Source: an optimization exercise on an open RTL-to-GDS flow (aim: small area, a short achievable clock period and few clock cycles per item). Production flows keep margins and buffers that such runs may drop. Where RTL was checked, it was by simulation tests only, not by an equivalence proof against the original.

## build 63
// fasthash64_stream
module fasthash64_stream (
    input  logic                         clk,
    input  logic                         rst_n,
    input  logic                         cfg_wr_en,
    input  logic [63:0]                  cfg_wr_data,
    input  logic                         s_axis_tvalid,
    output logic                         s_axis_tready,
    input  logic [fh64_pkg::TDATA_W-1:0] s_axis_tdata,
    input  logic                         s_axis_tuser,
    input  logic                         s_axis_tlast,
    output logic                         m_axis_tvalid,
    input  logic                         m_axis_tready,
    output logic [63:0]                  m_axis_tdata
);
    logic [63:0] in_pre;
    logic [31:0] in_len;
    logic        in_absorb;
    logic        v1, f1, a1, l1, take1;
    logic        load_fin;
    logic [63:0] fin_pre;
    logic [63:0] pre1;
    logic [31:0] len1;
    fh64_front u_front (
        .s_axis_tdata (s_axis_tdata),
        .pre          (in_pre),
        .msg_len      (in_len),
        .absorb       (in_absorb)
    );
    fh64_queue u_queue (
        .clk       (clk),
        .rst_n     (rst_n),
        .load      (s_axis_tready),
        .in_valid  (s_axis_tvalid),
  ...
Settings: LEC_CHECK=0, CAP_MARGIN=20, CORE_MARGIN=2, CORE_UTILIZATION=55, PLACE_DENSITY=0.7, SETUP_SLACK_MARGIN=3.25, SLEW_MARGIN=20; clock period 11.0 ns.
standard.sh (not shown) runs the stock make flow with config.mk's settings and CLKGATE_MAP_FILE= SYNTH_SCRIPT=/design/flow/synth_recipe.tcl, a recipe that flattens the netlist after the stock synthesis.
==> flow/flow/run.sh <==
#!/bin/bash
# Standard flow, with one netlist clean-up between synthesis and floorplan:
# netfix2.py chooses the polarity of each full adder so that the adder
# trees need far fewer inverters (a full adder is self-dual). Registers and
# all other cells are left as synthesis made them. Port buffers use the
# smallest buffer cell.
set -euo pipefail
# Port buffers: the smallest buffer cell (placement's repair resizes any
# that need more drive).
export BUFFER_PORTS_ARGS="-buffer_cell sky130_fd_sc_hd__buf_1"
R=orfs/results/sky130hd/fasthash64_stream/base
bash standard.sh synth > synth.log 2>&1
cp $R/1_2_yosys.v yosys_standard.v
python3 flow/netfix2.py yosys_standard.v $R/1_2_yosys.v > netfix.log 2>&1
rm -f $R/1_synth.odb $R/1_synth.sdc
bash standard.sh > layout.log 2>&1
Other scripts of this flow, unchanged in this note and not shown: flow/flow/netfix2.py
Testbench counts of build 63, summed over its fixed seeds: cycles 7,851, words 6,859.
Modified inputs, build 44 compared to build 63
- SETUP_SLACK_MARGIN changed from 3.25 to 3.0
==> comparison <==
Logic depth of the worst setup path including buffers in build 44 is 2 above build 63. Build 44 vs build 63, met2 wire length went down by about 1.6%. [compare] base=build 63 new=build 44: global-route usage decreased 0.66 points; sum of routed wire length over all layers decreased 2500 um. Looking only at sequential share of layout area, and setting everything else aside, the lower value of build 44 and build 63 goes to build 63.

========
## the previous run
fasthash64_stream again, from the RTL that the note above started with.
==> flow/config.mk <==
export PLATFORM = sky130hd
export DESIGN_NAME = fasthash64_stream
export DESIGN_NICKNAME = fasthash64_stream
export VERILOG_FILES = /design/flow/design.v
export SDC_FILE = /design/flow/constraint.sdc
export NUM_CORES = 4
export LEC_CHECK = 0
export CAP_MARGIN = 20
export CORE_MARGIN = 2
export CORE_UTILIZATION = 50
export PLACE_DENSITY = 0.65
export SETUP_SLACK_MARGIN = 3.0
export SLEW_MARGIN = 20
==> flow/constraint.sdc <==
create_clock -name core_clock -period 11.0 [get_ports {clk}]
set_input_delay 2.2000 -clock core_clock [delete_from_list [all_inputs] [get_ports {clk}]]
set_output_delay 2.2000 -clock core_clock [all_outputs]
set_load 0.01 [all_outputs]
Scripts as last shown in full above: flow/flow/run.sh
Other scripts of this flow, unchanged in this note and not shown: flow/flow/netfix2.py
Testbench counts of the previous run, summed over its fixed seeds: cycles 7,851, words 6,859.
--- input diff the previous run..the current run ---
- CORE_UTILIZATION now 40, was 50
- PLACE_DENSITY no longer set, was 0.65
- Any difference in multi-input gate area in the final layout between the previous run and the current run is small enough to ignore.
- The current run vs the previous run — wire length of the first global-routing pass climbed slightly
- The lower overall track demand over capacity in global routing of the previous run and the current run is in the current run.

========
## run A
Another version of the RTL of fasthash64_stream (not shown whole).
Size: about 4,300 cells after synthesis, roughly 51,000 µm² of cells after synthesis.
Settings: LEC_CHECK=0, CAP_MARGIN=20, CORE_MARGIN=2, CORE_UTILIZATION=40, SETUP_SLACK_MARGIN=3.0, SLEW_MARGIN=20; clock period 11.0 ns.
Scripts as last shown in full above: flow/flow/run.sh
Other scripts of this flow, unchanged in this note and not shown: flow/flow/netfix2.py
--- input diff run A..run Z ---
-- flow/flow/run.sh --
<<< run A, line 5
# all other cells are left as synthesis made them. Port buffers use the
# smallest buffer cell.
>>> run Z, line 5
# all other cells are left as synthesis made them.
<<< run A, line 8
# Port buffers: the smallest buffer cell (placement's repair resizes any
# that need more drive).
export BUFFER_PORTS_ARGS="-buffer_cell sky130_fd_sc_hd__buf_1"
>>> run Z, line 7
### Flow results
Compared with run A, in run Z buffers inserted during post-CTS setup optimization shows a reduction of 25; initial antenna violation count has increased. Routed wire length sits higher in run Z than in run A. Cmp run Z and run A / global-route usage / higher: run Z.
No run of this note included a check of the RTL's function; only the layout flow was run.

========
Starting RTL as in the previous note.
Design fasthash64_stream, start of the top module:
module fasthash64_stream (
    input  logic                         clk,
    input  logic                         rst_n,
    input  logic                         cfg_wr_en,
    input  logic [63:0]                  cfg_wr_data,
    input  logic                         s_axis_tvalid,
    output logic                         s_axis_tready,
    input  logic [fh64_pkg::TDATA_W-1:0] s_axis_tdata,
    input  logic                         s_axis_tuser,
    input  logic                         s_axis_tlast,
    output logic                         m_axis_tvalid,
    input  logic                         m_axis_tready,
    output logic [63:0]                  m_axis_tdata
);
Settings: LEC_CHECK=0, CAP_MARGIN=20, CORE_MARGIN=2, CORE_UTILIZATION=40, CTS_BUF_LIST=sky130_fd_sc_hd__clkbuf_4 sky130_fd_sc_hd__clkbuf_8, CTS_CLUSTER_SIZE=24, SETUP_SLACK_MARGIN=3.0, SLEW_MARGIN=20; clock period 11.0 ns.
==> flow/flow/run.sh <==
#!/bin/bash
# Standard flow, with one netlist clean-up between synthesis and floorplan:
# netfix2.py chooses the polarity of each full adder so that the adder
# trees need far fewer inverters (a full adder is self-dual). Registers and
# all other cells are left as synthesis made them. Port buffers use the
# smallest buffer cell.
set -euo pipefail
# Port buffers: the smallest buffer cell (placement's repair resizes any
# that need more drive).
export BUFFER_PORTS_ARGS="-buffer_cell sky130_fd_sc_hd__buf_1"
R=orfs/results/sky130hd/fasthash64_stream/base
bash standard.sh synth > synth.log 2>&1
cp $R/1_2_yosys.v yosys_standard.v
python3 flow/netfix2.py yosys_standard.v $R/1_2_yosys.v > netfix.log 2>&1
rm -f $R/1_synth.odb $R/1_synth.sdc
bash standard.sh > layout.log 2>&1
Other scripts of this flow, unchanged in this note and not shown: flow/flow/netfix2.py
Next try:
--- a/flow/config.mk
+++ b/flow/config.mk
@@ -9,6 +9,4 @@
 export CORE_MARGIN = 2
 export CORE_UTILIZATION = 40
-export CTS_BUF_LIST = sky130_fd_sc_hd__clkbuf_4 sky130_fd_sc_hd__clkbuf_8
-export CTS_CLUSTER_SIZE = 24
-export SETUP_SLACK_MARGIN = 3.0
+export SETUP_SLACK_MARGIN = 3.5
 export SLEW_MARGIN = 20
=>
- synthesized cell count stays the same
- design area climbs by about 5%
- clock-buffer cell count drops by 30
- hold slack degrades by 0.0040 ns
No functional check of the RTL was part of any run of this note.

## what the ideal ports hide
In the flow no input, the clock included, has a driving cell. The finished layouts below were timed again as built, in two steps. Step 1 sets driving cells, clkbuf_16 on the clock port and buf_2 on the other inputs (assumed; they add their load-dependent delay and slew). Step 2, shift: input delay + t, output delay - t, t = (earliest + latest rising clock arrival at the registers) / 2. This alone moves slack from input paths to output paths. Three values: no drivers, after step 1, after step 2; two values: the first two.
| run | shift t [ns] | setup slack, ns | worst register clock-pin slew, ns | worst slew at a driven data input, ns | pins driven straight from the clock port |
|---|---|---|---|---|---|
| build 63 | 0.631 | 3.317 / 3.317 / 3.317 | 0.07 / 0.07 | 0.17 | 1 |
| build 44 | 0.623 | 3.136 / 3.136 / 3.136 | 0.07 / 0.07 | 0.20 | 1 |
| the previous run | 0.642 | 3.028 / 3.028 / 3.028 | 0.08 / 0.08 | 0.20 | 1 |
| the current run | 0.657 | 3.018 / 3.018 / 3.018 | 0.08 / 0.08 | 0.19 | 1 |
| run A | 0.665 | 3.020 / 3.020 / 3.020 | 0.08 / 0.08 | 0.11 | 1 |
| run Z | 0.661 | 2.983 / 2.983 / 2.983 | 0.08 / 0.08 | 0.09 | 1 |
| the first run of note 4 | 0.803 | 3.005 / 3.005 / 3.005 | 0.11 / 0.11 | 0.13 | 1 |
| the second run of note 4 | 0.662 | 3.283 / 3.283 / 3.283 | 0.07 / 0.07 | 0.15 | 1 |
After both steps every run listed still meets setup and hold.
